This is an optimization exercise on Yosys and OpenROAD, whose aim is small area and a short achievable clock period, not a production implementation.
In this exercise RTL edits were held to simulation tests only and were not proved equivalent to the original.
Power is estimated from default activity; no workload was simulated.

[flow/flow/run.sh]
#!/bin/bash
# The standard layout (ORFS make targets, the standard flow's synthesis script) with these changes:
#  - synthesis: no full-adder extraction (ADDER_MAP_FILE empty), Yosys's default
#    Brent-Kung carry map instead of the Kogge-Stone one (SYNTH_OPERATIONS_ARGS set), and
#    ABC mapping with flow/abc_area.script (ORFS's area script with map -B 0.5 and without ABC's own
#    buffering and sizing, which the layout's repair steps do). It runs from a copy of ORFS's scripts folder that differs
#    only in that file; registers, their names and cell types are the standard synthesis's.
#  - port buffers of the plain buffer cell.
# Each step's full output goes to a log of its own in the work folder.
set -euo pipefail
W=$PWD
rm -rf "$W/orfs_scripts"
cp -r "$FLOW_HOME/scripts" "$W/orfs_scripts"
cp "$W/flow/abc_area.script" "$W/orfs_scripts/abc_area.script"
bash standard.sh SCRIPTS_DIR="$W/orfs_scripts" ADDER_MAP_FILE= SYNTH_OPERATIONS_ARGS=-noshare \
  synth > synth.log 2>&1
bash standard.sh ADDER_MAP_FILE= SYNTH_OPERATIONS_ARGS=-noshare \
  "BUFFER_PORTS_ARGS=-buffer_cell sky130_fd_sc_hd__buf_1" finish > standard.log 2>&1
[flow/flow/abc_area.script]
strash
dch
map -B 0.5
topo
stime -c
[flow/standard.sh]
#!/bin/bash
# synth_recipe.tcl (not shown) runs the flow's synth.tcl, then flattens the netlist and writes it again
# the make line also repeats each setting of config.mk as NAME=value (left out here)
make -C /OpenROAD-flow-scripts/flow DESIGN_CONFIG=/design/flow/config.mk WORK_HOME=/design/flow/orfs CLKGATE_MAP_FILE= SYNTH_SCRIPT=/design/flow/synth_recipe.tcl "${@:-finish}"
[flow/config.mk]
export PLATFORM = sky130hd
export DESIGN_NAME = ex_stage
export DESIGN_NICKNAME = ex_stage
export VERILOG_FILES = /design/flow/design.v
export SDC_FILE = /design/flow/constraint.sdc
export NUM_CORES = 4
export LEC_CHECK = 0
export ABC_AREA = 1
export CAP_MARGIN = 20
export CORE_MARGIN = 2
export CORE_UTILIZATION = 40
export PLACE_DENSITY = 0.85
export SETUP_SLACK_MARGIN = 3.6
export SLEW_MARGIN = 20
[flow/constraint.sdc]
create_clock -name core_clock -period 8.0 [get_ports {clk}]
set_input_delay 1.6000 -clock core_clock [delete_from_list [all_inputs] [get_ports {clk}]]
set_output_delay 1.6000 -clock core_clock [all_outputs]
set_load 0.01 [all_outputs]
[flow/design.v]
`timescale 1ns/1ps
`default_nettype none
package ex_cp0_pkg;
    typedef enum logic [4:0] {
        SYS = 5'd8,
        BP  = 5'd9,
        RI  = 5'd10,
        OV  = 5'd12
    } exc_code_t;
    typedef enum logic [4:0] {
        STATUS = 5'd12,
        CAUSE  = 5'd13,
        EPC    = 5'd14,
        EBASE  = 5'd15
    } cp0_idx_t;
    localparam int STATUS_EXL   = 1;
    localparam int CAUSE_IP_HI  = 15;  
    localparam int CAUSE_IP_LO  = 10;
    localparam int CAUSE_EXC_HI = 6;
    localparam int CAUSE_EXC_LO = 2;
endpackage
`default_nettype wire
`timescale 1ns/1ps
`default_nettype none
package ex_isa_pkg;
    typedef enum logic [5:0] {
        OP_SPECIAL = 6'h00, OP_J     = 6'h02, OP_JAL   = 6'h03, OP_BEQ  = 6'h04,
        OP_BNE     = 6'h05, OP_BLEZ  = 6'h06, OP_BGTZ  = 6'h07, OP_ADDI = 6'h08,
        OP_ADDIU   = 6'h09, OP_SLTI  = 6'h0a, OP_SLTIU = 6'h0b, OP_ANDI = 6'h0c,
        OP_ORI     = 6'h0d, OP_XORI  = 6'h0e, OP_LUI   = 6'h0f, OP_COP0 = 6'h10
    } opcode_t;
    typedef enum logic [5:0] {
        F_SLL     = 6'h00, F_SRL  = 6'h02, F_SRA  = 6'h03, F_SLLV = 6'h04,
        F_SRLV    = 6'h06, F_SRAV = 6'h07, F_JR   = 6'h08, F_JALR = 6'h09,
        F_SYSCALL = 6'h0c, F_BREAK = 6'h0d, F_ADD = 6'h20, F_ADDU = 6'h21,
        F_SUB     = 6'h22, F_SUBU = 6'h23, F_AND  = 6'h24, F_OR   = 6'h25,
        F_XOR     = 6'h26, F_NOR  = 6'h27, F_SLT  = 6'h2a, F_SLTU = 6'h2b
    } funct_t;
    localparam logic [4:0] RS_MF      = 5'b00000;
    localparam logic [4:0] RS_MT      = 5'b00100;
    localparam logic [5:0] ERET_FUNCT = 6'h18;
    typedef enum logic [3:0] {
        ALU, BRANCH, JUMP, JUMP_REG, MFC0, MTC0, ERET, SYSCALL, BREAK, RESERVED
    } instr_class_t;
    typedef enum logic [4:0] {
        ALU_ADD, ALU_ADDU, ALU_SUB, ALU_SUBU, ALU_AND, ALU_OR, ALU_XOR, ALU_NOR,
        ALU_SLL, ALU_SRL, ALU_SRA, ALU_SLLV, ALU_SRLV, ALU_SRAV, ALU_SLT, ALU_SLTU,
        ALU_ADDI, ALU_ADDIU, ALU_ANDI, ALU_ORI, ALU_XORI, ALU_SLTI, ALU_SLTIU, ALU_LUI
    } alu_op_t;
    typedef struct packed {
        logic                reg_write;
        logic [32-1:0] result;
    } wb_t;
    typedef struct packed {
        logic                  redirect;
        logic                  exception;
        logic [32-1:0]   target;
        logic [4:0]            code;
    } redirect_t;
endpackage
`default_nettype wire
`timescale 1ns/1ps
`default_nettype none
module ex_stage (
    input  logic                  clk,
    input  logic                  rst,
    input  logic [32-1:0]   instr_i,
    input  logic [32-1:0]   data_a_i,
    input  logic [32-1:0]   data_b_i,
    input  logic [32-1:0]   npc_i,
    input  logic                  valid_i,
    input  logic [5:0]            ip_i,
    output logic                  out_valid_o,
    output logic                  reg_write_o,
    output logic [32-1:0]   result_o,
    output logic                  redirect_o,
    output logic [32-1:0]   redirect_pc_o,
    output logic                  exception_o,
    output logic [4:0]            exc_code_o
);
    logic [5:0]  op, fn;
    logic [4:0]  rs, rd;
    logic [15:0] imm;
    assign op  = instr_i[31:26];
    assign fn  = instr_i[5:0];
    assign rs  = instr_i[25:21];
    assign rd  = instr_i[15:11];
    assign imm = instr_i[15:0];
    logic sp, i_alu, br, jmp, jreg, cop0, eret, mfc0, mtc0;
    logic sp_alu, sys, brk, rsv, ovf_cand;
    assign sp    = op == 6'h00;
    assign i_alu = op[5:3] == 3'b001;
    assign br    = op[5:2] == 4'b0001;
    assign jmp   = op[5:1] == 5'b00001;
    assign cop0  = op == 6'h10;
    assign eret  = cop0 & instr_i[25] & (fn == 6'h18);
    assign mfc0  = cop0 & (rs == 5'd0);
    assign mtc0  = cop0 & (rs == 5'd4);
    assign jreg  = sp & (fn[5:1] == 5'b00100);
    assign sys   = sp & (fn == 6'h0c);
    assign brk   = sp & (fn == 6'h0d);
    assign sp_alu = sp & ((fn[5:3] == 3'b100) | (fn[5:1] == 5'b10101) |
                          ((fn[5:3] == 3'b000) & (fn[1:0] != 2'b01)));
    assign rsv    = sp ? !(sp_alu | jreg | sys | brk)
                       : !(i_alu | br | jmp | eret | mfc0 | mtc0);
    assign ovf_cand = sp ? ((fn[5:3] == 3'b100) & !fn[2] & !fn[0]) : (op == 6'h08);
    logic [31:0] simm, zimm, bop, bx;
    logic        sub, uns;
    logic [33:0] sum_w;
    logic [31:0] sum;
    logic        cout, ovf, lts, lt, eq, le, taken;
    assign simm = {{16{imm[15]}}, imm};
    assign zimm = {16'd0, imm};
    assign bop  = op[3] ? (op[2] ? zimm : simm) : data_b_i;
    assign sub  = op[3] ? op[1] : (op[2] | fn[1]);
    assign uns  = op[3] ? op[0] : fn[0];
    assign bx   = bop ^ {32{sub}};
    assign sum_w = {1'b0, data_a_i, 1'b1} + {1'b0, bx, sub};
    assign sum   = sum_w[32:1];
    assign cout  = sum_w[33];
    assign ovf   = ovf_cand & (data_a_i[31] == bx[31]) & (sum[31] != data_a_i[31]);
    assign lts   = (data_a_i[31] ^ bop[31]) ? data_a_i[31] : sum[31];
    assign lt    = uns ? !cout : lts;
    assign eq    = &(data_a_i ^ bx);
    assign le    = lts | eq;
    assign taken = op[1] ? (le ^ op[0]) : (eq ^ op[0]);
    logic [1:0]  lsel;
    logic [31:0] logic_r;
    assign lsel = op[3] ? op[1:0] : fn[1:0];
    always_comb begin
        case (lsel)
            2'b00:   logic_r = data_a_i & bop;
            2'b01:   logic_r = data_a_i | bop;
            2'b10:   logic_r = data_a_i ^ bop;
            default: logic_r = op[3] ? {imm, 16'd0} : ~(data_a_i | bop);
        endcase
    end
    logic [4:0]  s;
    logic        right, fill;
    logic [31:0] sx, sz, shift_r, result_fix;
    assign s     = fn[2] ? data_a_i[4:0] : instr_i[10:6];
    assign right = fn[1];
    assign fill  = right & fn[0] & data_b_i[31];
    always_comb begin
        for (int i = 0; i < 32; i++) sx[i] = right ? data_b_i[i] : data_b_i[31 - i];
    end
    assign sz = 32'($signed({fill, sx}) >>> s[2:0]);
    assign shift_r = sz;
    logic [31:0] fix3, fix4;
    logic [29:0] k2;
    logic [31:0] npc_sum;
    assign k2      = br ? {{14{imm[15]}}, imm} : ((jreg | jmp) ? 30'd1 : {30{1'b1}});
    assign npc_sum = {npc_i[31:2] + k2, npc_i[1:0]};
    logic        valid_q, wr_q, redirect_q, exc_q, rev_q, s3_q, s4_q, fill_q;
    logic [31:0] result_q, target_q;
    logic [31:0] status, epc, ebase, cause, cp0_rdata, vector;
    logic [5:0]  cause_ip;
    logic        epc_pend;
    logic [3:0]  cause_exc;    
    assign cause  = {16'd0, cause_ip, 3'd0, 1'b0, cause_exc, 2'd0};
    assign vector = ebase + 32'h00000180;
    always_comb begin
        cp0_rdata = '0;
        if (rd[4:2] == 3'b011) begin
            case (rd[1:0])
                2'b00: cp0_rdata = status;
                2'b01: cp0_rdata = cause;
                2'b10: cp0_rdata = epc;
                2'b11: cp0_rdata = ebase;
            endcase
        end
    end
    logic s1, s0, live, exc, exc_enter, wr, redirect_d, exl;
    assign live      = valid_i & !(s1 | s0);
    assign exc       = sys | brk | rsv | ovf;
    assign exc_enter = live & exc;
    assign exl       = status[1];
    assign wr        = ((i_alu | sp_alu) & !ovf) | (jmp & op[0]) | (jreg & fn[0]) | mfc0;
    assign redirect_d = live & (exc | eret | jmp | jreg | (br & taken));
    always_ff @(posedge clk or negedge rst) begin
        if (!rst) begin
            s1 <= 1'b0;
            s0 <= 1'b0;
        end else begin
            s1 <= redirect_d | (!valid_i & s1);
            s0 <= valid_i ? s1 : s0;
        end
    end
    always_ff @(posedge clk or negedge rst) begin
        if (!rst) begin
            status    <= 32'h0000FA01;
            epc       <= '0;
            ebase     <= 32'h80001000;
            cause_ip  <= '0;
            cause_exc <= '0;
            epc_pend  <= 1'b0;
        end else begin
            cause_ip <= ip_i;
            if (exc_enter)
                cause_exc <= {1'b1, ovf_cand, rsv, brk};
            epc_pend <= exc_enter && !exl;
            if (epc_pend)
                epc <= target_q;
            if (exc_enter && !exl) begin
                status[1] <= 1'b1;
            end else if (live && eret) begin
                status[1] <= 1'b0;
            end else if (live && mtc0) begin
                case (rd)
                    5'd12: status <= data_b_i;
                    5'd14: epc    <= data_b_i;
                    5'd15: ebase  <= data_b_i;
                    default: ;
                endcase
            end
        end
    end
    logic sel_slt, sel_sum, sel_log, sel_sh, sel_link, sel_cp0;
    logic [31:0] result_d, target_d;
    assign sel_slt  = sp ? (fn[5] & fn[3])            : (op[3] & !op[2] & op[1]);
    assign sel_sum  = sp ? (fn[5] & !fn[3] & !fn[2])  : (op[3] & !op[2] & !op[1]);
    assign sel_log  = sp ? (fn[5] & !fn[3] & fn[2])   : (op[3] & op[2]);
    assign sel_sh   = sp & !fn[5] & !fn[3];
    assign sel_link = sp ? (!fn[5] & fn[3])           : (!op[3] & !op[4]);
    assign sel_cp0  = !sp & !op[3] & op[4];
    assign result_d = ({32{sel_sum}}  & sum)
                    | ({32{sel_log}}  & logic_r)
                    | ({32{sel_sh}}   & shift_r)
                    | {31'd0, sel_slt & lt}
                    | ({32{sel_link}} & npc_sum)
                    | ({32{sel_cp0}}  & cp0_rdata);
    always_comb begin
        if (jmp)       target_d = {npc_i[31:28], instr_i[25:0], 2'b00};
        else if (jreg) target_d = data_a_i;
        else if (eret) target_d = {epc[31:2], 2'b00};
        else           target_d = npc_sum;
    end
    always_ff @(posedge clk or negedge rst) begin
        if (!rst) valid_q <= 1'b0;
        else      valid_q <= valid_i;
    end
    always_ff @(posedge clk) begin
        wr_q       <= live & wr;
        rev_q      <= sel_sh & !right;
        s3_q       <= sel_sh & s[3];
        s4_q       <= sel_sh & s[4];
        fill_q     <= fill;
        redirect_q <= redirect_d;
        exc_q      <= exc_enter;
        result_q   <= result_d;
        target_q   <= target_d;
    end
    assign out_valid_o   = valid_q;
    assign reg_write_o   = wr_q;
    assign fix3 = s3_q ? {{8{fill_q}}, result_q[31:8]} : result_q;
    assign fix4 = s4_q ? {{16{fill_q}}, fix3[31:16]} : fix3;
    always_comb begin
        for (int i = 0; i < 32; i++) result_fix[i] = rev_q ? fix4[31 - i] : fix4[i];
    end
    assign result_o      = result_fix;
    assign redirect_o    = redirect_q;
    assign redirect_pc_o = exc_q ? vector : target_q;
    assign exception_o   = exc_q;
    assign exc_code_o    = {1'b0, cause_exc};
endmodule
`default_nettype wire
==> results of run 1 <==
## final cells by class
type	instances	area, um^2	share of cell area [%]
antenna	4	10.0	0.0531
clock buffer	20	467	2.48
clock inverter	12	165	0.876
inverter	248	1000	5.32
multi-input combinational	2111	10800	57.2
sequential	181	4190	22.2
tap	511	639	3.39
timing repair buffer	285	1580	8.36
timing repair inverter	2	13.8	0.0730
## worst max-delay path, stage by stage
cell and delay [ps]:
buf_1 350, clkinv_1 660, nor2_1 320, buf_4 300, clkinv_1 480, o21ai_1 580, a22oi_1 170, o2111ai_1 270
## placed cells by master (no fill, tap or decap), types with 64 or more instances in the layout
cell and instances:
a21oi_1 187, buf_1 197, buf_4 64, clkinv_1 222
dfrtp_1 101, dfxtp_1 70, nand2_1 760, nand3_1 166
nor2_1 149, o21ai_0 407
## power by group
group | internal, W | switching [W] | total [W]
clock | 0.000523 | 0.000408 | 0.000931
sequential | 0.00105 | 0.000100 | 0.00115
combinational | 0.000384 | 0.000828 | 0.00121
## registers in the layout, indices dropped and copies added (netlist names), 4 cells and up
name and flops:
epc 32, result_q 32, cause_ip 6, ebase 32, status 32, cause_exc 4
target_q 32
## what timing repair did
item,CTS,global route
setup buffers,13,21
pin swaps,9,18
setup endpoints to repair,154,143
resized for setup,81,109
cloned,5,4
## worst paths after layout
path                       slack [ps]            to  depth (start not counted)
min in group asynchronous        1190     ebase[18]                          1
hold reg to reg                   490    status[24]                          2
setup / recovery                 3560  result_q[18]                          8
hold / removal                    490    status[24]                          2
setup reg to reg                 5550      ebase[6]                          7
max in group asynchronous        5460     status[1]                          2
## cell families (layout without fill, tap and decap cells)
group,Yosys count,count (layout),share of synthesized area [%]
AO/OA/AOI/OAI,843,845,31.3
XOR/XNOR,47,47,2.67
buffers and inverters,253,567,6.27
flip-flops,181,181,27.1
multiplexers,14,14,0.908
other,1,5,0.0243
AND/OR/NAND/NOR,1202,1204,31.7
## per-stage QoR
stage	utilization, %	hold WS, ps	power (W)
2_1_floorplan	-	448	0.00184
3_3_place_gp	45.5	461	0.00224
3_5_place_dp	45.5	471	0.00225
4_1_cts	48.3	489	0.00320
5_1_grt	49.8	511	0.00344
6_report	49.8	490	0.00329
## routing by layer
layer	track usage [%]	part of all wire (%)	up-vias
li1	-	-	9472
met1	45.5	35	9596
met2	52.2	39	1869
met3	14.3	16	541
met4	26.2	9.4	4
met5	0.357	0.032	-
==> impl_metrics.py, run 1 <==
metrics = {
    "timing": {
        "rsz0062_at_grt": "yes",
        "finalHoldViolCount": 0,
        "setup_viol_count_final": 0,
        "fin_tns_setup_ps": 0,
        "fin_crit_ps": 4440,
        "tightest_slew_ps": 1100,
        "maxSlewHeadroom_pct": 26.3,
        "finalWorstSetupSlack_ps": 3560,
        "timing.fmax_mhz": 225,
        "fin_skew_ps": 8.54,
        "slew_viol_final": 0,
        "fin_crit_sh_pct": 55.5,
    },
    "cts": {
        "cts.sinks": 181,
        "cts_hold_buf": 0,
        "h-tree-depth": 4,
        "root_buffer": "clkbuf_16",
        "clk-insertion-delay-late_ps": 470,
        "clockBufferDepth": 2,
        "numCtsBuffers": 17,
        "clk_pin_slew_worst_paths_ps": 70,
        "cts_tree": "yes",
    },
    "synthesis": {
        "synth_area_per_cell_um2": 6.08,
        "synthCells": 2541,
        "synth_top_cell_by_area": "nand2_1",
        "synth_top_area_share_pct": 19.1,
        "post-synth-top-count-cell": "nand2_1",
        "syn-cell-area_um2": 15400,
        "ys.flop_type": "dfrtp_1",
        "synth_seq_area_share_pct": 27.1,
        "synth-edff-count": 0,
        "synth_cell_types": 46,
        "synth-seq-cells": 181,
        "synth_area_leaders": "nand2_1, dfrtp_1, o21ai_0, dfxtp_1, a21oi_1",
        "synthTopCellsByCount": "nand2_1, o21ai_0, clkinv_1",
        "syn_nets": 2678,
        "ys_async_sr_fraction_pct": 60.8,
        "yosys_warnings": 1,
    },
    "route": {
        "drcViolationCount": 0,
        "dr.pass1.iters": 14,
        "postRouteAntennaNets": 0,
        "via_per_inst": 6.37,
        "wl_per_cell_um": 23.3,
        "routed_wl_um": 78600,
        "drt_iter0_drc": 3417,
        "vias": 21482,
    },
    "setup_path": {
        "timing.critical_path.from": "instr_i[12]",
        "crit_type": "input pin to register",
        "cp-start-kind": "input pin",
        "crit_path_max_fanout": 12,
        "end_kind": "register",
        "timing.rr.start": "s1",
        "required_ps": 8310,
        "crit_arrival_ps": 4750,
    },
    "placement": {
        "numPortBuffers": 208,
        "dp.cells": 3294,
        "dp_hpwl_um": 55500,
        "routabilityCongestion": 1.12,
        "post_dp_cell_area_um2": 17200,
        "pre_cts_slack_ps": 1620,
    },
    "hold_path": {
        "worstHoldStart": "status[24]",
        "min_path_type": "register to register",
    },
    "global_routing": {
        "antenna_found_initial": 6,
        "grt.total_usage_pct": 36.8,
        "grt_pass1_vias": 19017,
        "grt_pass1_wl_um": 113000,
        "grt_max_degree": 65,
        "overflow": 0,
    },
    "floorplan": {
        "fp.dieW_um": 200,
        "die-area_um2": 40200,
        "io_pins": 210,
        "start_util_pct": 40.8,
        "coreArea_um2": 37800,
        "rows": 71,
        "fp.dieH_um": 200,
    },
    "pwr": {
        "p_leak_nw": 7.55,
        "ir_drop_mv": 0.146,
        "cellPowerDensity_nw_per_um2": 175,
    },
    "layout": {
        "area_growth_pct": 22.1,
        "final_cells": 3374,
        "fillers": 3909,
        "final_area_um2": 18800,
        "fin_nets": 2983,
        "drive_above_1_share_pct": 10.0,
    },
    "outcome": {
        "status": "no timing/DRC/antenna violations",
    },
    "job": {
        "maxCapViolCount": 0,
    },
}
==> run 2: changes to the inputs <==
--- a/flow/design.v
+++ b/flow/design.v
@@ -113,5 +113,5 @@
     assign zimm = {16'd0, imm};
     assign bop  = op[3] ? (op[2] ? zimm : simm) : data_b_i;
-    assign sub  = op[3] ? op[1] : (op[2] | fn[1]);
+    assign sub  = op[3] ? (op[1] & !op[2]) : (op[2] | (fn[1] & !fn[2]));
     assign uns  = op[3] ? op[0] : fn[0];
     assign bx   = bop ^ {32{sub}};
@@ -128,10 +128,13 @@
     logic [31:0] logic_r;
     assign lsel = op[3] ? op[1:0] : fn[1:0];
+    logic [31:0] lp, lg;
+    assign lp = data_a_i ^ bx;
+    assign lg = data_a_i & bx;
     always_comb begin
         case (lsel)
-            2'b00:   logic_r = data_a_i & bop;
-            2'b01:   logic_r = data_a_i | bop;
-            2'b10:   logic_r = data_a_i ^ bop;
-            default: logic_r = op[3] ? {imm, 16'd0} : ~(data_a_i | bop);
+            2'b00:   logic_r = lg;
+            2'b01:   logic_r = lp | lg;
+            2'b10:   logic_r = lp;
+            default: logic_r = op[3] ? {imm, 16'd0} : ~(lp | lg);
         endcase
     end
--- a/flow/flow/run.sh
+++ b/flow/flow/run.sh
@@ -3,6 +3,6 @@
 #  - synthesis: no full-adder extraction (ADDER_MAP_FILE empty), Yosys's default
 #    Brent-Kung carry map instead of the Kogge-Stone one (SYNTH_OPERATIONS_ARGS set), and
-#    ABC mapping with flow/abc_area.script (ORFS's area script with map -B 0.5 and without ABC's own
-#    buffering and sizing, which the layout's repair steps do). It runs from a copy of ORFS's scripts folder that differs
+#    ABC mapping with flow/abc_area.script (ORFS's area script with a delay relaxation of 0.5 for
+#    area recovery, map -B 0.5 instead of 0.9). It runs from a copy of ORFS's scripts folder that differs
 #    only in that file; registers, their names and cell types are the standard synthesis's.
 #  - port buffers of the plain buffer cell.
==> flow/flow/abc_area.script (replaced) <==
strash
dch
map -B 0.5
topo
stime -c
buffer -c
upsize -c
dnsize -c
--- a/flow/config.mk
+++ b/flow/config.mk
@@ -11,4 +11,4 @@
 export CORE_UTILIZATION = 40
 export PLACE_DENSITY = 0.85
-export SETUP_SLACK_MARGIN = 3.6
+export SETUP_SLACK_MARGIN = 3.7
 export SLEW_MARGIN = 20
==> impl_metrics.py, run 2 <==
metrics = {
    "cts": {
        "numCtsBuffers": 17,
        "root_buffer": "clkbuf_16",
        "cts.sinks": 181,
        "clockBufferDepth": 2,
        "cts_tree": "yes",
        "h-tree-depth": 4,
        "clk_pin_slew_worst_paths_ps": 80,
        "clk-insertion-delay-late_ps": 470,
    },
    "setup_path": {
        "crit_type": "input pin to register",
        "end_kind": "register",
        "cp-start-kind": "input pin",
        "r2r_cells": 7,
        "timing.rr.end": "epc[13]",
        "reg2reg_setup_slack_ps": 5640,
        "required_ps": 8360,
        "crit_arrival_ps": 4740,
        "timing.rr.start": "s1",
        "crit_path_max_fanout": 15,
    },
    "synthesis": {
        "ys.flop_type": "dfrtp_1",
        "synth_seq_area_share_pct": 25.8,
        "synth_area_leaders": "nand2_1, dfrtp_1, o21ai_0, dfxtp_1, a21oi_1",
        "synth-edff-count": 0,
        "synthTopCellsByCount": "nand2_1, o21ai_0, inv_1",
        "synth_top_cell_by_area": "nand2_1",
        "syn-cell-area_um2": 16200,
        "ys_async_sr_fraction_pct": 60.8,
        "synthCells": 2653,
        "synth_cell_types": 70,
        "syn_nets": 2790,
        "synth_area_per_cell_um2": 6.12,
        "post-synth-top-count-cell": "nand2_1",
        "yosys_warnings": 1,
        "synth-seq-cells": 181,
        "synth_top_area_share_pct": 16.5,
    },
    "floorplan": {
        "rows": 73,
        "fp.dieW_um": 206,
        "fp.dieH_um": 206,
        "die-area_um2": 42200,
        "start_util_pct": 40.7,
        "io_pins": 210,
        "coreArea_um2": 39900,
    },
    "route": {
        "routed_wl_um": 85700,
        "postRouteAntennaNets": 0,
        "dr.pass1.iters": 7,
        "drt_iter0_drc": 3362,
        "vias": 20834,
        "drcViolationCount": 0,
        "via_per_inst": 6.23,
        "wl_per_cell_um": 25.6,
    },
    "timing": {
        "fin_crit_sh_pct": 54.8,
        "fin_crit_ps": 4390,
        "timing.fmax_mhz": 228,
        "slew_viol_final": 0,
        "fin_tns_setup_ps": 0,
        "maxSlewHeadroom_pct": 27.6,
        "rsz0062_at_grt": "yes",
        "setup_viol_count_final": 0,
        "tightest_slew_ps": 1080,
        "finalHoldViolCount": 0,
        "fin_skew_ps": 16.8,
    },
    "layout": {
        "drive_above_1_share_pct": 10.2,
        "final_common_cell": "nand2_1",
        "area_growth_pct": 15.6,
        "fin_nets": 2940,
        "final_area_um2": 18800,
        "final_cell_mix": "nand2_1, o21ai_0, inv_1, buf_1, a21oi_1",
        "fillers": 4162,
        "final_cells": 3342,
    },
    "global_routing": {
        "grt_pass1_wl_um": 119000,
        "grt.total_usage_pct": 39.1,
        "grt_pass1_vias": 18175,
        "grt_max_degree": 73,
        "antenna_found_initial": 2,
        "overflow": 0,
    },
    "placement": {
        "post_dp_cell_area_um2": 17200,
        "dp.cells": 3260,
        "numPortBuffers": 208,
        "dp_hpwl_um": 65500,
        "routabilityCongestion": 1.09,
    },
    "hold_path": {
        "holdPathEnd": "s1",
        "min_path_type": "register to register",
        "worstHoldStart": "s1",
        "hold_depth": 2,
    },
    "pwr": {
        "p_leak_nw": 8.25,
        "ir_drop_mv": 0.146,
        "power_w": 0.00333,
        "cellPowerDensity_nw_per_um2": 177,
    },
    "outcome": {
        "status": "no timing/DRC/antenna violations",
    },
    "job": {
        "maxCapViolCount": 0,
    },
}
[run 2: power by group]
group	switching, W	internal [W]	leakage, nW	total, W
clock	0.000471	0.000430	0.300	0.000901
sequential	0.000136	0.00105	1.98	0.00119
combinational	0.000867	0.000375	5.97	0.00124
[run 2: routing by layer]
metal | track usage [%] | share of wire (%)
met1 | 50.3 | 37
met2 | 57.0 | 41
met3 | 9.61 | 13
met4 | 27.4 | 8.7
met5 | 2.50 | 0.19
[run 2: timing repair]
item / CTS / global route
hold buffers: 0 / 0
endpoints found under the setup margin: 172 / 120
pin swaps: 9 / 17
gates resized for setup: 52 / 79
cloned: 4 / 6
setup buffers: 13 / 25
[run 2: stage by stage]
| stage | setup slack [ps] | util (%) | hold WS (ps) |
|---|---|---|---|
| global route | 3550 | 47.0 | 515 |
| finish | 3610 | 47.1 | 485 |
| global placement | 2210 | 43.1 | 461 |
| floorplan | 4130 | - | 448 |
| detailed placement | 2210 | 43.2 | 468 |
| CTS | 3700 | 45.6 | 488 |
[run 2: area by class of cell]
cell class,instances,area (um^2),share of cell area [%]
multi-input combinational,2065,10800,57.7
sequential,181,4190,22.3
timing repair buffer,275,1440,7.67
clock buffer,17,425,2.27
tap,525,657,3.50
inverter,263,1030,5.50
clock inverter,15,190,1.01
antenna,1,2.50,0.0133
[run 2: critical path, stage by stage]
cell and delay [ps]:
buf_2 290, nand2_2 170, nand2_8 230, nand2_8 170, buf_4 170, xor2_1 160, nand2_2 150, nand2_1 170
nor2_2 180, nand2_1 80, nor2_2 250, a21oi_4 120, nand2_2 90, nand2_1 170, nand3_2 170, nand3_2 100
nand2_4 110, inv_2 50, nand2_2 80, o31a_1 140, nand2_1 50
[run 2: worst max path at each step]
stage	start	end	slack, ps	cells after the start
2_1_floorplan	instr_i[29]	status[1]	4130	21
3_3_place_gp	instr_i[29]	result_q[30]	2210	11
3_5_place_dp	instr_i[29]	result_q[30]	2210	11
4_1_cts	ebase[8]	redirect_pc_o[30]	3700	15
5_1_grt	instr_i[27]	status[1]	3550	21
6_report	instr_i[27]	status[1]	3610	21
[run 2: cells by family (layout without fill, tap and decap cells)]
group                  count (synthesis)  count (layout)  synth area share (%)
AO/OA/AOI/OAI                        841             845                  29.9
XOR/XNOR                              51              51                  2.80
buffers and inverters                416             570                  10.4
flip-flops                           181             181                  25.8
multiplexers                           8               8                 0.493
other                                  1               2                0.0231
AND/OR/NAND/NOR                     1155            1160                  30.6
==> run 3: changes to the inputs <==
--- a/flow/config.mk
+++ b/flow/config.mk
@@ -10,4 +10,5 @@
 export CORE_MARGIN = 2
 export CORE_UTILIZATION = 40
+export GPL_TIMING_DRIVEN = 0
 export PLACE_DENSITY = 0.85
 export SETUP_SLACK_MARGIN = 3.7
==> impl_metrics.py, run 3 <==
metrics = {
    "placement": {
        "numPortBuffers": 204,
        "dp_hpwl_um": 78900,
        "routabilityCongestion": 1.04,
    },
    "synthesis": {
        "synth_seq_area_share_pct": 25.8,
        "synth-seq-cells": 181,
        "ys_async_sr_fraction_pct": 60.8,
        "synth_top_cell_by_area": "nand2_1",
        "yosys_warnings": 1,
        "syn_nets": 2790,
        "synth-edff-count": 0,
        "synth_cell_types": 70,
        "syn-cell-area_um2": 16200,
        "synthTopCellsByCount": "nand2_1, o21ai_0, inv_1",
        "synth_area_leaders": "nand2_1, dfrtp_1, o21ai_0, dfxtp_1, a21oi_1",
        "synthCells": 2653,
        "synth_top_area_share_pct": 16.5,
        "post-synth-top-count-cell": "nand2_1",
        "ys.flop_type": "dfrtp_1",
        "synth_area_per_cell_um2": 6.12,
    },
    "layout": {
        "fillers": 4286,
        "multiInputGateArea_um2": 11100,
        "seq_area_um2": 4190,
        "drive_above_1_share_pct": 13.9,
        "final_common_cell": "nand2_1",
        "fin_nets": 3085,
        "final_cell_mix": "nand2_1, o21ai_0, inv_1, buf_1, a21oi_1",
        "area_growth_pct": 21.9,
    },
    "setup_path": {
        "crit_arrival_ps": 4550,
        "path_cells": "buf_2 -> inv_4 -> buf_4 -> nand3_2 -> nor2_4 -> nor2_8 -> nand3_2 -> nand2_2 -> nor2_1 -> a21oi_2 -> nand2_4 -> nand2_4 -> nand2_4 -> nand2_1 -> nand2_1 -> xnor2_2 -> a221oi_2 -> o211ai_1",
        "crit_path_max_fanout": 7,
        "path_delay_family": "simple AND/OR/NAND/NOR gates",
        "required_ps": 8210,
        "cp-start-kind": "input pin",
        "end_kind": "register",
        "crit_type": "input pin to register",
        "cpMostUsedCell": "nand2_4",
        "path_buf_inv": 3,
        "reg2reg_setup_slack_ps": 5670,
        "slowest_stage": "o211ai_1",
        "critical_path.max_stage_delay_ps": 370,
    },
    "timing": {
        "maxSlewHeadroom_pct": 38.6,
        "slew_viol_final": 0,
        "fin_crit_sh_pct": 54.3,
        "fin_skew_ps": 15.4,
        "timing.fmax_mhz": 230,
        "fin_hold_ws_ps": 498,
        "tightest_slew_ps": 912,
        "fin_tns_setup_ps": 0,
        "rsz0062_at_grt": "yes",
        "setup_viol_count_final": 0,
        "finalHoldViolCount": 0,
        "fin_crit_ps": 4350,
    },
    "cts": {
        "root_buffer": "clkbuf_16",
        "clk_pin_slew_worst_paths_ps": 80,
        "cts_tree": "yes",
        "numCtsBuffers": 17,
        "cts.sinks": 181,
        "h-tree-depth": 4,
        "clockBufferDepth": 2,
        "clk-insertion-delay-late_ps": 480,
    },
    "route": {
        "routed_wl_um": 96300,
        "drcViolationCount": 0,
        "drt_iter0_drc": 3187,
        "vias": 21695,
        "dr.pass1.iters": 10,
        "wl_per_cell_um": 27.6,
        "postRouteAntennaNets": 0,
        "via_per_inst": 6.22,
    },
    "job": {
        "maxCapViolCount": 0,
    },
    "hold_path": {
        "min_path_type": "register to register",
    },
    "outcome": {
        "status": "no timing/DRC/antenna violations",
    },
    "pwr": {
        "ir_drop_mv": 0.192,
        "cellPowerDensity_nw_per_um2": 172,
        "p_leak_nw": 8.72,
    },
    "global_routing": {
        "grt_max_degree": 32,
        "grt_pass1_wl_um": 133000,
        "grt_pass1_vias": 19198,
        "overflow": 0,
        "grt.total_usage_pct": 44.8,
        "antenna_found_initial": 8,
    },
    "floorplan": {
        "fp.dieW_um": 206,
        "fp.dieH_um": 206,
        "rows": 73,
        "start_util_pct": 40.7,
        "coreArea_um2": 39900,
        "die-area_um2": 42200,
        "io_pins": 210,
    },
}
[run 3: cell counts after synthesis]
Identical to the previous run, type by type.
[run 3: cells by family (layout without fill, tap and decap cells)]
family	count (synthesis)	count (layout)	share of synthesized area [%]
AO/OA/AOI/OAI	841	842	29.9
flip-flops	181	181	25.8
AND/OR/NAND/NOR	1155	1157	30.6
other	1	4	0.0231
XOR/XNOR	51	51	2.80
multiplexers	8	8	0.493
buffers and inverters	416	721	10.4
[run 3: where the power goes]
| part | internal [W] | switching, W |
|---|---|---|
| clock network | 0.000422 | 0.000436 |
| logic | 0.000425 | 0.000968 |
| registers | 0.00105 | 0.000101 |
[run 3: cell type report]
type / count / area share (%)
inverters: 263 / 5.11
clock inverters: 15 / 0.865
clock buffers: 17 / 2.15
multi-input cells: 2059 / 56.1
repair buffers: 273 / 7.09
plain buffers: 153 / 4.24
diodes: 3 / 0.0379
flip-flops and latches: 181 / 21.1
well taps: 525 / 3.32
[run 3: worst paths after layout]
path                            startpoint           end  cells past startpoint
worst min register to register  status[12]    status[12]                      2
worst min-delay path            status[12]    status[12]                      2
worst max register to register          s1        epc[0]                      7
min in group asynchronous              rst     ebase[24]                      1
max in group asynchronous              rst     status[9]                      4
worst max-delay path            instr_i[2]  result_q[22]                     18
[run 3: metal layers]
layer	up-vias	routed length [um]	global-route usage, %
met4	6	7730	28.2
met1	10034	37400	59.8
met3	369	12700	11.9
li1	9597	-	-
met5	-	175	0
met2	1689	38300	63.7
[run 3: timing repair]
item | in CTS | in global routing
pin swaps | 18 | 43
endpoints found under the setup margin | 75 | 71
buffers inserted | 15 | 50
cloned | 0 | 4
hold buffers | 0 | 0
resized for setup | 111 | 184
[run 3: per-stage QoR]
stage	area (um^2)	cells	util [%]	total power (W)	worst slack (ps)
6_report	19800	3489	49.6	0.00340	3650
5_1_grt	19800	3486	49.6	0.00354	3640
4_1_cts	18800	3432	47.0	0.00327	3570
3_5_place_dp	17700	3385	44.4	0.00239	2530
3_3_place_gp	17700	3382	44.3	0.00238	532
2_1_floorplan	16200	2653	-	0.00188	4130
[run 3: worst reg2reg max path: stages, from the launching register on]
cell and delay, ps:
dfrtp_1 380, nor2_1 140, nand2_1 270, nor2_1 340, nand3_1 390, clkbuf_1 380
o211ai_1 160, o21ai_0 130
==> run 4: changes to the inputs <==
--- a/flow/config.mk
+++ b/flow/config.mk
@@ -7,9 +7,8 @@
 export LEC_CHECK = 0
 export ABC_AREA = 1
-export CAP_MARGIN = 20
+export CAP_MARGIN = 0
 export CORE_MARGIN = 2
 export CORE_UTILIZATION = 40
-export GPL_TIMING_DRIVEN = 0
 export PLACE_DENSITY = 0.85
 export SETUP_SLACK_MARGIN = 3.7
-export SLEW_MARGIN = 20
+export SLEW_MARGIN = 0
==> impl_metrics.py, run 4 <==
metrics = {
    "synthesis": {
        "synth-seq-cells": 181,
        "synth_top_area_share_pct": 16.5,
        "synth-adder-area-share_pct": 0,
        "synth-simple-area-share_pct": 30.6,
        "post-synth-top-count-cell": "nand2_1",
        "syn-cell-area_um2": 16200,
        "synth_area_leaders": "nand2_1, dfrtp_1, o21ai_0, dfxtp_1, a21oi_1",
        "ys.flop_type": "dfrtp_1",
        "synth_compound_area_share_pct": 29.9,
        "syn_nets": 2790,
        "muxShareOfSynthArea_pct": 0.493,
        "synth-xor-area-share_pct": 2.80,
        "synth_top_family_by_area": "simple AND/OR/NAND/NOR gates",
        "yosys_warnings": 1,
        "synth_area_per_cell_um2": 6.12,
        "synth_seq_area_share_pct": 25.8,
        "synth-edff-count": 0,
        "synthCells": 2653,
        "ys_async_sr_fraction_pct": 60.8,
        "synth_top_cell_by_area": "nand2_1",
        "synthTopCellsByCount": "nand2_1, o21ai_0, inv_1",
        "synth_cell_types": 70,
    },
    "pwr": {
        "ir_drop_mv": 0.153,
        "p_comb_share_pct": 37.7,
        "cellPowerDensity_nw_per_um2": 176,
        "pwr-share-clk_pct": 26.4,
        "seqPwrFrac_pct": 35.9,
        "p_leak_nw": 8.19,
        "power_w": 0.00330,
        "p_switching_w": 0.00145,
        "internal-power_w": 0.00185,
        "p_sw_share_pct": 43.9,
    },
    "setup_path": {
        "crit_arrival_ps": 4660,
        "cp-start-kind": "input pin",
        "timing.rr.start": "s1",
        "reg2reg_setup_slack_ps": 5710,
        "required_ps": 8370,
        "crit_type": "input pin to register",
        "timing.rr.end": "status[8]",
        "r2r_cells": 7,
        "end_kind": "register",
        "crit_path_max_fanout": 19,
    },
    "layout": {
        "final_common_cell": "nand2_1",
        "fillers": 4211,
        "seq_area_um2": 4190,
        "final_cell_mix": "nand2_1, o21ai_0, inv_1, buf_1, a21oi_1",
        "area_growth_pct": 15.2,
        "multiInputGateArea_um2": 10800,
        "fin_nets": 2940,
        "drive_above_1_share_pct": 10.0,
    },
    "floorplan": {
        "die-area_um2": 42200,
        "io_pins": 210,
        "fp.dieH_um": 206,
        "start_util_pct": 40.7,
        "coreArea_um2": 39900,
        "rows": 73,
        "fp.dieW_um": 206,
    },
    "timing": {
        "rsz0062_at_grt": "yes",
        "slew_viol_final": 0,
        "finalHoldViolCount": 0,
        "fin_tns_setup_ps": 0,
        "fin_crit_ps": 4290,
        "setup_viol_count_final": 0,
        "timing.fmax_mhz": 233,
        "tightest_slew_ps": 1070,
        "maxSlewHeadroom_pct": 28.7,
        "fin_skew_ps": 16.4,
        "fin_hold_ws_ps": 490,
        "fin_crit_sh_pct": 53.7,
    },
    "global_routing": {
        "antenna_found_initial": 3,
        "grt.total_usage_pct": 39.2,
        "grt_max_degree": 73,
        "grt_pass1_wl_um": 120000,
        "grt_pass1_vias": 18343,
        "overflow": 0,
    },
    "cts": {
        "clk-insertion-delay-late_ps": 480,
        "clk_pin_slew_worst_paths_ps": 90,
        "root_buffer": "clkbuf_16",
        "clockBufferDepth": 2,
        "numCtsBuffers": 17,
        "cts_hold_buf": 0,
        "cts.sinks": 181,
        "h-tree-depth": 4,
        "cts_tree": "yes",
    },
    "route": {
        "routed_wl_um": 85400,
        "vias": 20843,
        "drt_iter0_drc": 3363,
        "wl_per_cell_um": 25.5,
        "postRouteAntennaNets": 0,
        "dr.pass1.iters": 9,
        "via_per_inst": 6.23,
        "drcViolationCount": 0,
    },
    "outcome": {
        "status": "no timing/DRC/antenna violations",
    },
    "hold_path": {
        "hold_depth": 2,
        "holdPathEnd": "status[2]",
        "min_path_type": "register to register",
        "worstHoldStart": "status[2]",
    },
    "placement": {
        "dp_hpwl_um": 65500,
        "numPortBuffers": 208,
        "routabilityCongestion": 1.09,
    },
    "job": {
        "maxCapViolCount": 0,
    },
}
-- run 4: cell counts after synthesis --
Identical to the previous run, type by type.
-- run 4: power by group through the flow --
stage / Sequential, W / Clock [W] / Combinational (W)
2_1_floorplan: 0.00112 / 0 / 0.000758
3_3_place_gp: 0.00119 / 0 / 0.00113
3_5_place_dp: 0.00119 / 0 / 0.00113
4_1_cts: 0.00117 / 0.000862 / 0.00116
5_1_grt: 0.00119 / 0.000903 / 0.00134
6_report: 0.00118 / 0.000871 / 0.00125
-- run 4: kinds of logic after synthesis --
family / Yosys count
AOI/OAI and AO/OA: 841
xor gates and xnor gates: 51
buffers and inverters: 416
DFF: 181
muxes: 8
other: 1
and+or+nand+nor: 1155
-- run 4: critical path, stage by stage --
cell	delay, ps
buf_1	350
inv_1	110
a21oi_1	310
clkinvlp_4	470
nor2_4	220
nand2_1	330
inv_1	540
a221oi_1	160
o211ai_1	210
o211a_1	270
o21ai_1	80
-- run 4: worst max-delay path by stage --
stage | from | end
2_1_floorplan | instr_i[29] | status[1]
3_3_place_gp | instr_i[29] | result_q[30]
3_5_place_dp | instr_i[29] | result_q[25]
4_1_cts | instr_i[26] | epc[18]
5_1_grt | instr_i[2] | s1
6_report | instr_i[26] | result_q[30]
-- run 4: through the flow --
step / instances / cell area [um^2] / util [%] / setup WS, ps
6_report: 3343 / 18700 / 46.9 / 3710
5_1_grt: 3341 / 18700 / 46.9 / 3660
4_1_cts: 3307 / 18100 / 45.4 / 3680
3_5_place_dp: 3259 / 17200 / 43.1 / 2250
3_3_place_gp: 3259 / 17200 / 43.1 / 2210
2_1_floorplan: 2653 / 16200 / - / 4130
-- run 4: routing by layer --
metal  wire length, um  vias to the layer above  GRT usage (%)
li1                  -                     9303              -
met1             31600                     9520           50.3
met2             34800                     1651           56.8
met3             11300                      367           9.91
met4              7590                        2           29.1
met5                 9                        -              0
-- run 4: cell type report --
type,count,area share [%]
timing repair buffer,275,7.61
multi-input combinational,2065,57.9
inverter,263,5.50
tap,525,3.51
clock inverter,13,0.729
sequential,181,22.4
clock buffer,19,2.37
antenna,2,0.0267
-- run 4: timing repair --
item                                    4_1_cts  5_1_grt
pin swaps                                     9       18
resized for setup                            54       75
endpoints found under the setup margin      177      148
gates cloned                                  4        5
setup buffers                                12       29
==> run 5: changes to the inputs <==
--- a/flow/config.mk
+++ b/flow/config.mk
@@ -7,8 +7,8 @@
 export LEC_CHECK = 0
 export ABC_AREA = 1
-export CAP_MARGIN = 0
+export CAP_MARGIN = 5
 export CORE_MARGIN = 2
 export CORE_UTILIZATION = 40
 export PLACE_DENSITY = 0.85
-export SETUP_SLACK_MARGIN = 3.7
-export SLEW_MARGIN = 0
+export SETUP_SLACK_MARGIN = 3.9
+export SLEW_MARGIN = 5
==> impl_metrics.py, run 5 <==
metrics = {
    "outcome": {
        "status": "no timing/DRC/antenna violations",
    },
    "setup_path": {
        "timing.rr.start": "s1",
        "timing.rr.end": "status[8]",
        "crit_arrival_ps": 2580,
        "r2r_cells": 7,
        "cp-start-kind": "register",
        "reg2reg_setup_slack_ps": 5700,
        "required_ps": 6400,
        "crit_path_max_fanout": 3,
        "end_kind": "output port",
        "crit_type": "register to output port",
    },
    "synthesis": {
        "synthCells": 2653,
        "synth_seq_area_share_pct": 25.8,
        "syn-cell-area_um2": 16200,
        "post-synth-top-count-cell": "nand2_1",
        "synth_cell_types": 70,
        "synth_top_area_share_pct": 16.5,
        "ys.flop_type": "dfrtp_1",
        "syn_nets": 2790,
        "synth-seq-cells": 181,
        "yosys_warnings": 1,
        "synth_area_per_cell_um2": 6.12,
        "synth-edff-count": 0,
        "synth_area_leaders": "nand2_1, dfrtp_1, o21ai_0, dfxtp_1, a21oi_1",
        "ys_async_sr_fraction_pct": 60.8,
        "synth_top_cell_by_area": "nand2_1",
        "synthTopCellsByCount": "nand2_1, o21ai_0, inv_1",
    },
    "floorplan": {
        "fp.dieH_um": 206,
        "io_pins": 210,
        "fp.dieW_um": 206,
        "die-area_um2": 42200,
        "rows": 73,
        "start_util_pct": 40.7,
        "coreArea_um2": 39900,
    },
    "cts": {
        "cts_hold_buf": 0,
        "clk-insertion-delay-late_ps": 480,
        "h-tree-depth": 4,
        "numCtsBuffers": 17,
        "cts_tree": "yes",
        "clockBufferDepth": 2,
        "root_buffer": "clkbuf_16",
        "cts.sinks": 181,
        "clk_pin_slew_worst_paths_ps": 80,
    },
    "route": {
        "drcViolationCount": 0,
        "wl_per_cell_um": 25.9,
        "drt_iter0_drc": 3313,
        "vias": 21378,
        "dr.pass1.iters": 7,
        "routed_wl_um": 87700,
        "via_per_inst": 6.30,
        "postRouteAntennaNets": 0,
    },
    "timing": {
        "fin_crit_ps": 4180,
        "fin_tns_setup_ps": 0,
        "setup_viol_count_final": 0,
        "rsz0062_at_grt": "yes",
        "fin_hold_ws_ps": 487,
        "tightest_slew_ps": 1050,
        "maxSlewHeadroom_pct": 29.7,
        "finalHoldViolCount": 0,
        "slew_viol_final": 0,
        "timing.fmax_mhz": 239,
        "fin_crit_sh_pct": 52.2,
        "fin_skew_ps": 15.3,
    },
    "placement": {
        "numPortBuffers": 208,
        "dp_hpwl_um": 65500,
        "routabilityCongestion": 1.09,
        "dp.cells": 3259,
    },
    "global_routing": {
        "grt.total_usage_pct": 39.6,
        "grt_pass1_vias": 18645,
        "overflow": 0,
        "grt_max_degree": 73,
        "antenna_found_initial": 6,
        "grt_pass1_wl_um": 121000,
    },
    "hold_path": {
        "min_path_type": "register to register",
        "worstHoldStart": "status[10]",
        "holdPathEnd": "status[10]",
        "hold_depth": 2,
    },
    "layout": {
        "final_cells": 3393,
        "area_growth_pct": 22.1,
        "final_cell_mix": "nand2_1, o21ai_0, inv_1, a21oi_1, buf_1",
        "final_common_cell": "nand2_1",
        "drive_above_1_share_pct": 15.8,
        "fin_nets": 2987,
    },
    "pwr": {
        "cellPowerDensity_nw_per_um2": 171,
        "p_leak_nw": 8.66,
        "ir_drop_mv": 0.154,
    },
    "job": {
        "maxCapViolCount": 0,
    },
}
[run 5: cell counts after synthesis]
Identical to the previous run, type by type.
[run 5: metrics by stage]
step | area (um^2) | utilization (%) | power [W] | worst slack [ps]
floorplan | 16200 | - | 0.00188 | 4130
global placement | 17200 | 43.1 | 0.00232 | 2210
detailed placement | 17200 | 43.1 | 0.00232 | 2250
CTS | 18400 | 46.2 | 0.00321 | 3810
global route | 19800 | 49.7 | 0.00352 | 3710
finish | 19800 | 49.7 | 0.00339 | 3820
[run 5: power by group]
part           internal, W  switching, W
Sequential         0.00105      0.000133
Combinational     0.000426      0.000917
Clock             0.000423      0.000445
[run 5: worst max path at each step]
stage                      startpoint                end  slack, ps  cells past startpoint
after floorplan           instr_i[29]          status[1]       4130                     21
after global placement    instr_i[29]       result_q[30]       2210                     11
after detailed placement  instr_i[29]       result_q[25]       2250                     21
after CTS                    ebase[8]  redirect_pc_o[30]       3810                     15
after global routing         ebase[8]  redirect_pc_o[30]       3710                     15
final                        ebase[8]  redirect_pc_o[31]       3820                     13
[run 5: critical path, stage by stage (launching register included)]
cell and delay [ps]:
dfrtp_1 380, or2_4 150, nand2_4 60, nor2_4 110, nand2_2 90, nor2_4 120
nand2_4 70, nor2_4 150, nand2_4 100, buf_4 150, nor4_4 270, nand2_1 110
a31oi_2 180, buf_2 170
[run 5: cell families after synthesis]
kind of cell | count (synthesis) | share of synthesized area (%)
compound gates | 841 | 29.9
xor+xnor | 51 | 2.80
buf+inv | 416 | 10.4
flops | 181 | 25.8
mux | 8 | 0.493
other cells | 1 | 0.0231
simple gates | 1155 | 30.6
[run 5: what timing repair did]
item | in CTS | in global routing
gates resized for setup | 105 | 225
buffers inserted | 28 | 57
cloned | 5 | 7
pin swaps | 17 | 70
endpoints found under the setup margin | 209 | 186
[run 5: area by class of cell]
cell class | instances | area (um^2)
Inverter | 263 | 1050
Multi-Input combinational cell | 2066 | 11400
Antenna cell | 5 | 12.5
Clock inverter | 13 | 136
Tap cell | 525 | 657
Timing Repair Buffer | 321 | 1920
Fill cell | 4085 | 20100
Clock buffer | 19 | 443
Sequential cell | 181 | 4190
[run 5: metal layers]
metal / global-route usage [%] / vias to the layer above / share of wire (%)
met5: 0 / - / 0.051
met1: 49.8 / 9827 / 37
met4: 30.6 / 6 / 9.7
li1: - / 9429 / -
met3: 11.1 / 429 / 13
met2: 57.1 / 1687 / 40
==> run 6: changes to the inputs <==
--- a/flow/config.mk
+++ b/flow/config.mk
@@ -11,4 +11,4 @@
 export CORE_UTILIZATION = 40
 export PLACE_DENSITY = 0.85
-export SETUP_SLACK_MARGIN = 3.9
+export SETUP_SLACK_MARGIN = 3.6
 export SLEW_MARGIN = 5
==> impl_metrics.py, run 6 <==
metrics = {
    "floorplan": {
        "fp.dieW_um": 206,
        "fp.dieH_um": 206,
        "io_pins": 210,
        "rows": 73,
        "start_util_pct": 40.7,
        "die-area_um2": 42200,
        "coreArea_um2": 39900,
    },
    "synthesis": {
        "synth_area_per_cell_um2": 6.12,
        "syn_nets": 2790,
        "yosys_warnings": 1,
        "synthTopCellsByCount": "nand2_1, o21ai_0, inv_1",
        "ys.flop_type": "dfrtp_1",
        "ys_async_sr_fraction_pct": 60.8,
        "synth-seq-cells": 181,
        "synth_top_area_share_pct": 16.5,
        "synth_cell_types": 70,
        "synth_top_cell_by_area": "nand2_1",
        "synth_area_leaders": "nand2_1, dfrtp_1, o21ai_0, dfxtp_1, a21oi_1",
        "synth-edff-count": 0,
        "syn-cell-area_um2": 16200,
        "synth_seq_area_share_pct": 25.8,
        "post-synth-top-count-cell": "nand2_1",
        "synthCells": 2653,
    },
    "route": {
        "dr.pass1.iters": 7,
        "routed_wl_um": 84600,
        "postRouteAntennaNets": 0,
        "drt_iter0_drc": 3343,
        "drcViolationCount": 0,
        "via_per_inst": 6.16,
        "vias": 20528,
        "wl_per_cell_um": 25.4,
    },
    "layout": {
        "fin_nets": 2928,
        "final_cell_mix": "nand2_1, o21ai_0, inv_1, buf_1, a21oi_1",
        "drive_above_1_share_pct": 8.84,
        "area_growth_pct": 13.9,
        "final_common_cell": "nand2_1",
        "final_cells": 3331,
        "fillers": 4236,
    },
    "timing": {
        "tightest_slew_ps": 1070,
        "slew_viol_final": 0,
        "fin_tns_setup_ps": 0,
        "fin_crit_ps": 4440,
        "fin_skew_ps": 16.8,
        "rsz0062_at_grt": "yes",
        "fin_crit_sh_pct": 55.5,
        "maxSlewHeadroom_pct": 28.3,
        "setup_viol_count_final": 0,
        "finalHoldViolCount": 0,
        "timing.fmax_mhz": 225,
    },
    "global_routing": {
        "overflow": 0,
        "grt_pass1_wl_um": 120000,
        "grt.total_usage_pct": 39.1,
        "antenna_found_initial": 2,
        "grt_pass1_vias": 18310,
        "grt_max_degree": 73,
    },
    "placement": {
        "dp.cells": 3259,
        "routabilityCongestion": 1.09,
        "numPortBuffers": 208,
        "dp_hpwl_um": 65500,
    },
    "cts": {
        "clk_pin_slew_worst_paths_ps": 90,
        "cts_tree": "yes",
        "numCtsBuffers": 17,
        "clockBufferDepth": 2,
        "clk-insertion-delay-late_ps": 480,
        "cts.sinks": 181,
        "cts_hold_buf": 0,
        "h-tree-depth": 4,
        "root_buffer": "clkbuf_16",
    },
    "pwr": {
        "cellPowerDensity_nw_per_um2": 177,
        "ir_drop_mv": 0.152,
        "p_leak_nw": 8.12,
    },
    "setup_path": {
        "slowest_stage": "nor2_1",
        "path_cells": "buf_2 -> nor2_2 -> nand2_2 -> nor3_1 -> nand4_1 -> nor2_1 -> nand2_1 -> buf_4 -> nand2_1 -> o21ai_0",
        "path_buf_inv": 2,
        "crit_path_max_fanout": 56,
        "path_delay_family": "simple AND/OR/NAND/NOR gates",
        "cp-start-kind": "input pin",
        "end_kind": "register",
        "required_ps": 8320,
        "cpMostUsedCell": "nand2_1",
        "crit_arrival_ps": 4760,
        "crit_type": "input pin to register",
        "critical_path.max_stage_delay_ps": 660,
    },
    "outcome": {
        "status": "no timing/DRC/antenna violations",
    },
    "hold_path": {
        "min_path_type": "register to register",
    },
    "job": {
        "maxCapViolCount": 0,
    },
}
## run 6: cell count changes in the layout (fill, tap and decap cells not counted), moves of 16 or more
| cell | change |
|---|---|
| buf_4 | -40 |
| nand3_1 | +19 |
| nor2_1 | +20 |
| o21ai_0 | +16 |
| nand2_1 | +49 |
| nand2_2 | -36 |
| buf_1 | +19 |
## run 6: worst paths after layout
| check | startpoint | end | slack (ps) | cells past startpoint |
|---|---|---|---|---|
| max in group asynchronous | rst | epc[5] | 5520 | 2 |
| hold / removal | status[2] | status[2] | 490 | 2 |
| setup / recovery | instr_i[27] | status[8] | 3560 | 10 |
| setup reg to reg | s1 | status[8] | 5430 | 7 |
| hold reg to reg | status[2] | status[2] | 490 | 2 |
| min in group asynchronous | rst | ebase[23] | 1130 | 1 |
## run 6: through the flow
stage	util [%]	power (W)	setup WS [ps]	hold slack [ps]	cell area, um^2
5_1_grt	46.3	0.00341	3470	504	18500
4_1_cts	45.2	0.00319	3610	489	18000
3_5_place_dp	43.1	0.00232	2250	468	17200
2_1_floorplan	-	0.00188	4130	448	16200
3_3_place_gp	43.1	0.00232	2210	461	17200
6_report	46.4	0.00328	3560	489	18500
## run 6: routing by layer
layer  wire (um)  track usage, %  vias up
li1            -               -     9262
met1       31300            49.7     9297
met2       34200            56.6     1576
met3       11200            10.6      393
met4        7810            29.0        0
met5           0               0        -
## run 6: cell type report
class | instances | area, um^2 | area share, %
repair buffers | 266 | 1340 | 7.22
well taps | 525 | 657 | 3.55
clock inverters | 13 | 136 | 0.737
clock buffers | 19 | 443 | 2.39
flip-flops and latches | 181 | 4190 | 22.6
multi-input cells | 2062 | 10700 | 58.0
inverters | 263 | 1010 | 5.48
diodes | 2 | 5.00 | 0.0270
## run 6: timing repair
| item | 4_1_cts | 5_1_grt |
|---|---|---|
| resized for setup | 41 | 51 |
| setup buffers | 9 | 23 |
| gates cloned | 4 | 2 |
| endpoints found under the setup margin | 177 | 148 |
| pin swaps | 8 | 12 |
## run 6: worst reg2reg max path, cell delays in order, from the launching register on
cell,delay [ps]
dfrtp_1,380
nor2_1,140
nand2_1,230
nor2_1,660
nand2_1,370
buf_4,400
nand2_1,160
o21ai_0,100
## run 6: cell families (layout without fill, tap and decap cells)
family          count (synthesis)  after routing  synth area share, %
flops                         181            181                 25.8
compound gates                841            843                 29.9
other cells                     1              3               0.0231
mux                             8              8                0.493
xor+xnor                       51             51                 2.80
buf+inv                       416            561                 10.4
simple gates                 1155           1159                 30.6
## run 6: report_power, final
group / total (W) / internal, W / switching, W
sequential: 0.00118 / 0.00105 / 0.000133
clock: 0.000868 / 0.000423 / 0.000444
combinational: 0.00123 / 0.000371 / 0.000856
total: 0.00328 / 0.00184 / 0.00143
==> run 7: changes to the inputs <==
--- a/flow/config.mk
+++ b/flow/config.mk
@@ -11,4 +11,4 @@
 export CORE_UTILIZATION = 40
 export PLACE_DENSITY = 0.85
-export SETUP_SLACK_MARGIN = 3.6
+export SETUP_SLACK_MARGIN = 3.7
 export SLEW_MARGIN = 5
==> impl_metrics.py, run 7 <==
metrics = {
    "placement": {
        "numPortBuffers": 208,
        "dp_hpwl_um": 65500,
        "post_dp_cell_area_um2": 17200,
        "routabilityCongestion": 1.09,
    },
    "outcome": {
        "status": "no timing/DRC/antenna violations",
    },
    "timing": {
        "maxSlewHeadroom_pct": 28.7,
        "fin_hold_ws_ps": 490,
        "fin_crit_sh_pct": 53.7,
        "finalHoldViolCount": 0,
        "fin_skew_ps": 16.4,
        "setup_viol_count_final": 0,
        "fin_crit_ps": 4290,
        "fin_tns_setup_ps": 0,
        "tightest_slew_ps": 1070,
        "slew_viol_final": 0,
        "rsz0062_at_grt": "yes",
        "timing.fmax_mhz": 233,
    },
    "pwr": {
        "ir_drop_mv": 0.153,
        "p_switching_w": 0.00145,
        "p_sw_share_pct": 43.9,
        "internal-power_w": 0.00185,
        "cellPowerDensity_nw_per_um2": 176,
        "p_leak_nw": 8.19,
        "pwr-share-clk_pct": 26.4,
        "p_comb_share_pct": 37.7,
        "seqPwrFrac_pct": 35.9,
    },
    "synthesis": {
        "post-synth-top-count-cell": "nand2_1",
        "synthTopCellsByCount": "nand2_1, o21ai_0, inv_1",
        "ys_async_sr_fraction_pct": 60.8,
        "synth_cell_types": 70,
        "synth_top_area_share_pct": 16.5,
        "synth_area_per_cell_um2": 6.12,
        "ys.flop_type": "dfrtp_1",
        "synthCells": 2653,
        "synth-seq-cells": 181,
        "yosys_warnings": 1,
        "synth_seq_area_share_pct": 25.8,
        "synth-edff-count": 0,
        "syn_nets": 2790,
        "syn-cell-area_um2": 16200,
        "synth_area_leaders": "nand2_1, dfrtp_1, o21ai_0, dfxtp_1, a21oi_1",
        "synth_top_cell_by_area": "nand2_1",
    },
    "cts": {
        "cts_tree": "yes",
        "cts.sinks": 181,
        "clk_pin_slew_worst_paths_ps": 90,
        "clk-insertion-delay-late_ps": 480,
        "numCtsBuffers": 17,
        "root_buffer": "clkbuf_16",
        "clockBufferDepth": 2,
        "h-tree-depth": 4,
        "cts_hold_buf": 0,
    },
    "layout": {
        "fin_nets": 2940,
        "final_area_um2": 18700,
        "final_cell_mix": "nand2_1, o21ai_0, inv_1, buf_1, a21oi_1",
        "multiInputGateArea_um2": 10800,
        "area_growth_pct": 15.2,
        "drive_above_1_share_pct": 10.0,
        "seq_area_um2": 4190,
        "final_common_cell": "nand2_1",
        "fillers": 4211,
    },
    "setup_path": {
        "crit_type": "input pin to register",
        "timing.rr.start": "s1",
        "end_kind": "register",
        "timing.critical_path.from": "instr_i[26]",
        "crit_path_max_fanout": 19,
        "required_ps": 8370,
        "reg2reg_setup_slack_ps": 5710,
        "timing.rr.end": "status[8]",
        "r2r_cells": 7,
        "cp-start-kind": "input pin",
        "crit_arrival_ps": 4660,
    },
    "job": {
        "maxCapViolCount": 0,
    },
    "hold_path": {
        "holdPathEnd": "status[2]",
        "worstHoldStart": "status[2]",
        "min_path_type": "register to register",
        "hold_depth": 2,
    },
    "floorplan": {
        "die-area_um2": 42200,
        "fp.dieW_um": 206,
        "coreArea_um2": 39900,
        "io_pins": 210,
        "rows": 73,
        "fp.dieH_um": 206,
        "start_util_pct": 40.7,
    },
    "route": {
        "vias": 20843,
        "drt_iter0_drc": 3363,
        "via_per_inst": 6.23,
        "postRouteAntennaNets": 0,
        "dr.pass1.iters": 9,
        "wl_per_cell_um": 25.5,
        "drcViolationCount": 0,
        "routed_wl_um": 85400,
    },
    "global_routing": {
        "antenna_found_initial": 3,
        "grt_pass1_vias": 18343,
        "grt_pass1_wl_um": 120000,
        "grt.total_usage_pct": 39.2,
        "grt_max_degree": 73,
        "overflow": 0,
    },
}
[run 7: cell counts after synthesis]
Identical to the previous run, type by type.
[run 7: worst max-delay path by stage]
stage / to / slack [ps] / cells past startpoint
floorplan: status[1] / 4130 / 21
global placement: result_q[30] / 2210 / 11
detailed placement: result_q[25] / 2250 / 21
CTS: epc[18] / 3680 / 9
global route: s1 / 3660 / 23
finish: result_q[30] / 3710 / 11
[run 7: per-stage QoR]
step / instances / power (W) / worst slack (ps) / utilization (%)
3_3_place_gp: 3259 / 0.00232 / 2210 / 43.1
6_report: 3343 / 0.00330 / 3710 / 46.9
5_1_grt: 3341 / 0.00343 / 3660 / 46.9
2_1_floorplan: 2653 / 0.00188 / 4130 / -
3_5_place_dp: 3259 / 0.00232 / 2250 / 43.1
4_1_cts: 3307 / 0.00319 / 3680 / 45.4
[run 7: critical path, cell delays in order]
cell	delay, ps
buf_1	350
inv_1	110
a21oi_1	310
clkinvlp_4	470
nor2_4	220
nand2_1	330
inv_1	540
a221oi_1	160
o211ai_1	210
o211a_1	270
o21ai_1	80
[run 7: final cells by class]
cell class / count / share of cell area [%]
antenna: 2 / 0.0267
clock buffer: 19 / 2.37
clock inverter: 13 / 0.729
inverter: 263 / 5.50
multi-input combinational: 2065 / 57.9
sequential: 181 / 22.4
tap: 525 / 3.51
timing repair buffer: 275 / 7.61
[run 7: cell families after synthesis]
family	Yosys count	synth area share, %
DFF	181	25.8
other	1	0.0231
AOI/OAI and AO/OA	841	29.9
buffers and inverters	416	10.4
muxes	8	0.493
xor gates and xnor gates	51	2.80
and+or+nand+nor	1155	30.6
[run 7: repair_timing]
item	4_1_cts	5_1_grt
setup buffers	12	29
resized for setup	54	75
endpoints found under the setup margin	177	148
cloned	4	5
pin swaps	9	18
[run 7: layer usage]
layer  track usage [%]  wire [um]  up-vias
met5                 0          9        -
met1              50.3      31600     9520
met2              56.8      34800     1651
met4              29.1       7590        2
li1                  -          -     9303
met3              9.91      11300      367
[run 7: power by group through the flow]
| stage | sequential [W] | combinational [W] | clock, W |
|---|---|---|---|
| global route | 0.00119 | 0.00134 | 0.000903 |
| global placement | 0.00119 | 0.00113 | 0 |
| CTS | 0.00117 | 0.00116 | 0.000862 |
| finish | 0.00118 | 0.00125 | 0.000871 |
| floorplan | 0.00112 | 0.000758 | 0 |
| detailed placement | 0.00119 | 0.00113 | 0 |
==> run 8: changes to the inputs <==
--- a/flow/config.mk
+++ b/flow/config.mk
@@ -9,5 +9,5 @@
 export CAP_MARGIN = 5
 export CORE_MARGIN = 2
-export CORE_UTILIZATION = 40
+export CORE_UTILIZATION = 55
 export PLACE_DENSITY = 0.85
 export SETUP_SLACK_MARGIN = 3.7
==> impl_metrics.py, run 8 <==
metrics = {
    "setup_path": {
        "crit_arrival_ps": 4790,
        "crit_path_max_fanout": 66,
        "r2r_cells": 6,
        "crit_type": "input pin to register",
        "end_kind": "register",
        "timing.rr.start": "s1",
        "cp-start-kind": "input pin",
    },
    "cts": {
        "cts.sinks": 181,
        "clk_pin_slew_worst_paths_ps": 90,
        "clk-insertion-delay-late_ps": 470,
        "cts_hold_buf": 0,
        "numCtsBuffers": 17,
        "root_buffer": "clkbuf_16",
    },
    "placement": {
        "pre_cts_slack_ps": 2060,
        "dp_hpwl_um": 61400,
        "dp.cells": 3122,
        "post_dp_cell_area_um2": 17100,
    },
    "layout": {
        "final_cell_mix": "nand2_1, o21ai_0, inv_1, buf_1, a21oi_1",
        "final_area_um2": 18600,
    },
    "synthesis": {
        "post-synth-top-count-cell": "nand2_1",
        "synth_top_area_share_pct": 16.5,
        "synth-edff-count": 0,
        "yosys_warnings": 1,
        "ys_async_sr_fraction_pct": 60.8,
        "synth_cell_types": 70,
        "synth-seq-cells": 181,
        "synth_seq_area_share_pct": 25.8,
    },
    "pwr": {
        "ir_drop_mv": 0.151,
        "p_leak_nw": 8.23,
    },
    "floorplan": {
        "io_pins": 210,
        "rows": 62,
        "fp.dieW_um": 176,
        "fp.dieH_um": 176,
    },
    "route": {
        "postRouteAntennaNets": 0,
        "wl_per_cell_um": 25.8,
        "routed_wl_um": 82900,
        "via_per_inst": 6.69,
    },
    "hold_path": {
        "worstHoldStart": "status[15]",
        "hold_depth": 2,
        "min_path_type": "register to register",
    },
    "timing": {
        "fin_skew_ps": 18.1,
        "setup_viol_count_final": 0,
        "fin_crit_ps": 4460,
        "timing.fmax_mhz": 224,
        "finalHoldViolCount": 0,
    },
    "outcome": {
        "status": "no timing/DRC/antenna violations",
    },
    "global_routing": {
        "grt_pass1_wl_um": 118000,
        "antenna_found_initial": 4,
        "grt.total_usage_pct": 51.5,
    },
}
-- run 8: cell counts after synthesis --
No cell type changed its count.
-- run 8: what timing repair did --
item / in CTS / in global routing
hold endpoints to repair: 0 / 0
pin swaps: 5 / 22
gates cloned: 4 / 5
gates resized for setup: 46 / 78
buffers inserted: 12 / 30
setup endpoints to repair: 143 / 95
-- run 8: power breakdown --
part / switching [W] / internal (W) / total [W]
clock: 0.000467 / 0.000458 / 0.000924
combinational: 0.000849 / 0.000375 / 0.00122
sequential: 0.000127 / 0.00105 / 0.00118
-- run 8: cells by family (layout without fill, tap and decap cells) --
| family | Yosys count | after routing | synth area share, % |
|---|---|---|---|
| and+or+nand+nor | 1155 | 1161 | 30.6 |
| AOI/OAI and AO/OA | 841 | 844 | 29.9 |
| buffers and inverters | 416 | 575 | 10.4 |
| DFF | 181 | 181 | 25.8 |
| xor gates and xnor gates | 51 | 51 | 2.80 |
| muxes | 8 | 8 | 0.493 |
| other | 1 | 5 | 0.0231 |
-- run 8: metal layers --
metal | share of wire [%] | up-vias | global-route usage (%) | wire length (um)
met4 | 11 | 4 | 43.0 | 9110
met3 | 16 | 542 | 16.2 | 13400
met5 | 0.033 | - | 0 | 27
met1 | 33 | 9625 | 62.2 | 27600
li1 | - | 9326 | - | -
met2 | 40 | 1977 | 74.7 | 32800
-- run 8: stage by stage --
stage,total power (W),utilization [%]
floorplan,0.00188,-
global placement,0.00226,59.1
detailed placement,0.00229,59.1
CTS,0.00321,62.4
global route,0.00343,64.2
finish,0.00333,64.3
-- run 8: how the worst max path moves through the flow --
stage | slack [ps] | cells past startpoint | endpoint | startpoint
6_report | 3540 | 11 | result_q[11] | instr_i[1]
5_1_grt | 3560 | 21 | target_q[30] | instr_i[30]
4_1_cts | 3650 | 15 | redirect_pc_o[30] | ebase[7]
3_5_place_dp | 2060 | 22 | target_q[30] | instr_i[29]
3_3_place_gp | 2180 | 22 | target_q[30] | instr_i[29]
2_1_floorplan | 4130 | 21 | status[1] | instr_i[29]
-- run 8: worst max-delay path, stage by stage --
cell      delay [ps]
clkbuf_2         190
buf_6            300
a21oi_1          190
buf_4            310
nor2_2            80
nand2_1          460
inv_1            440
o221ai_1         530
o211ai_1         150
a21oi_1          330
nand2_1          170
-- run 8: area by class of cell --
class | count | area (um^2)
clock buffers | 17 | 425
diodes | 4 | 10.0
clock inverters | 15 | 201
inverters | 263 | 1020
flip-flops and latches | 181 | 4190
repair buffers | 280 | 1390
well taps | 384 | 480
multi-input cells | 2065 | 10800
fillers | 2747 | 10300

Setup slack of run 8, layout unchanged: 3.537 ns with ideal ports, 3.523 ns with driving cells assumed (clock clkbuf_16, inputs buf_2), 3.006 ns with port delays also shifted by the 0.516 ns mid clock arrival.
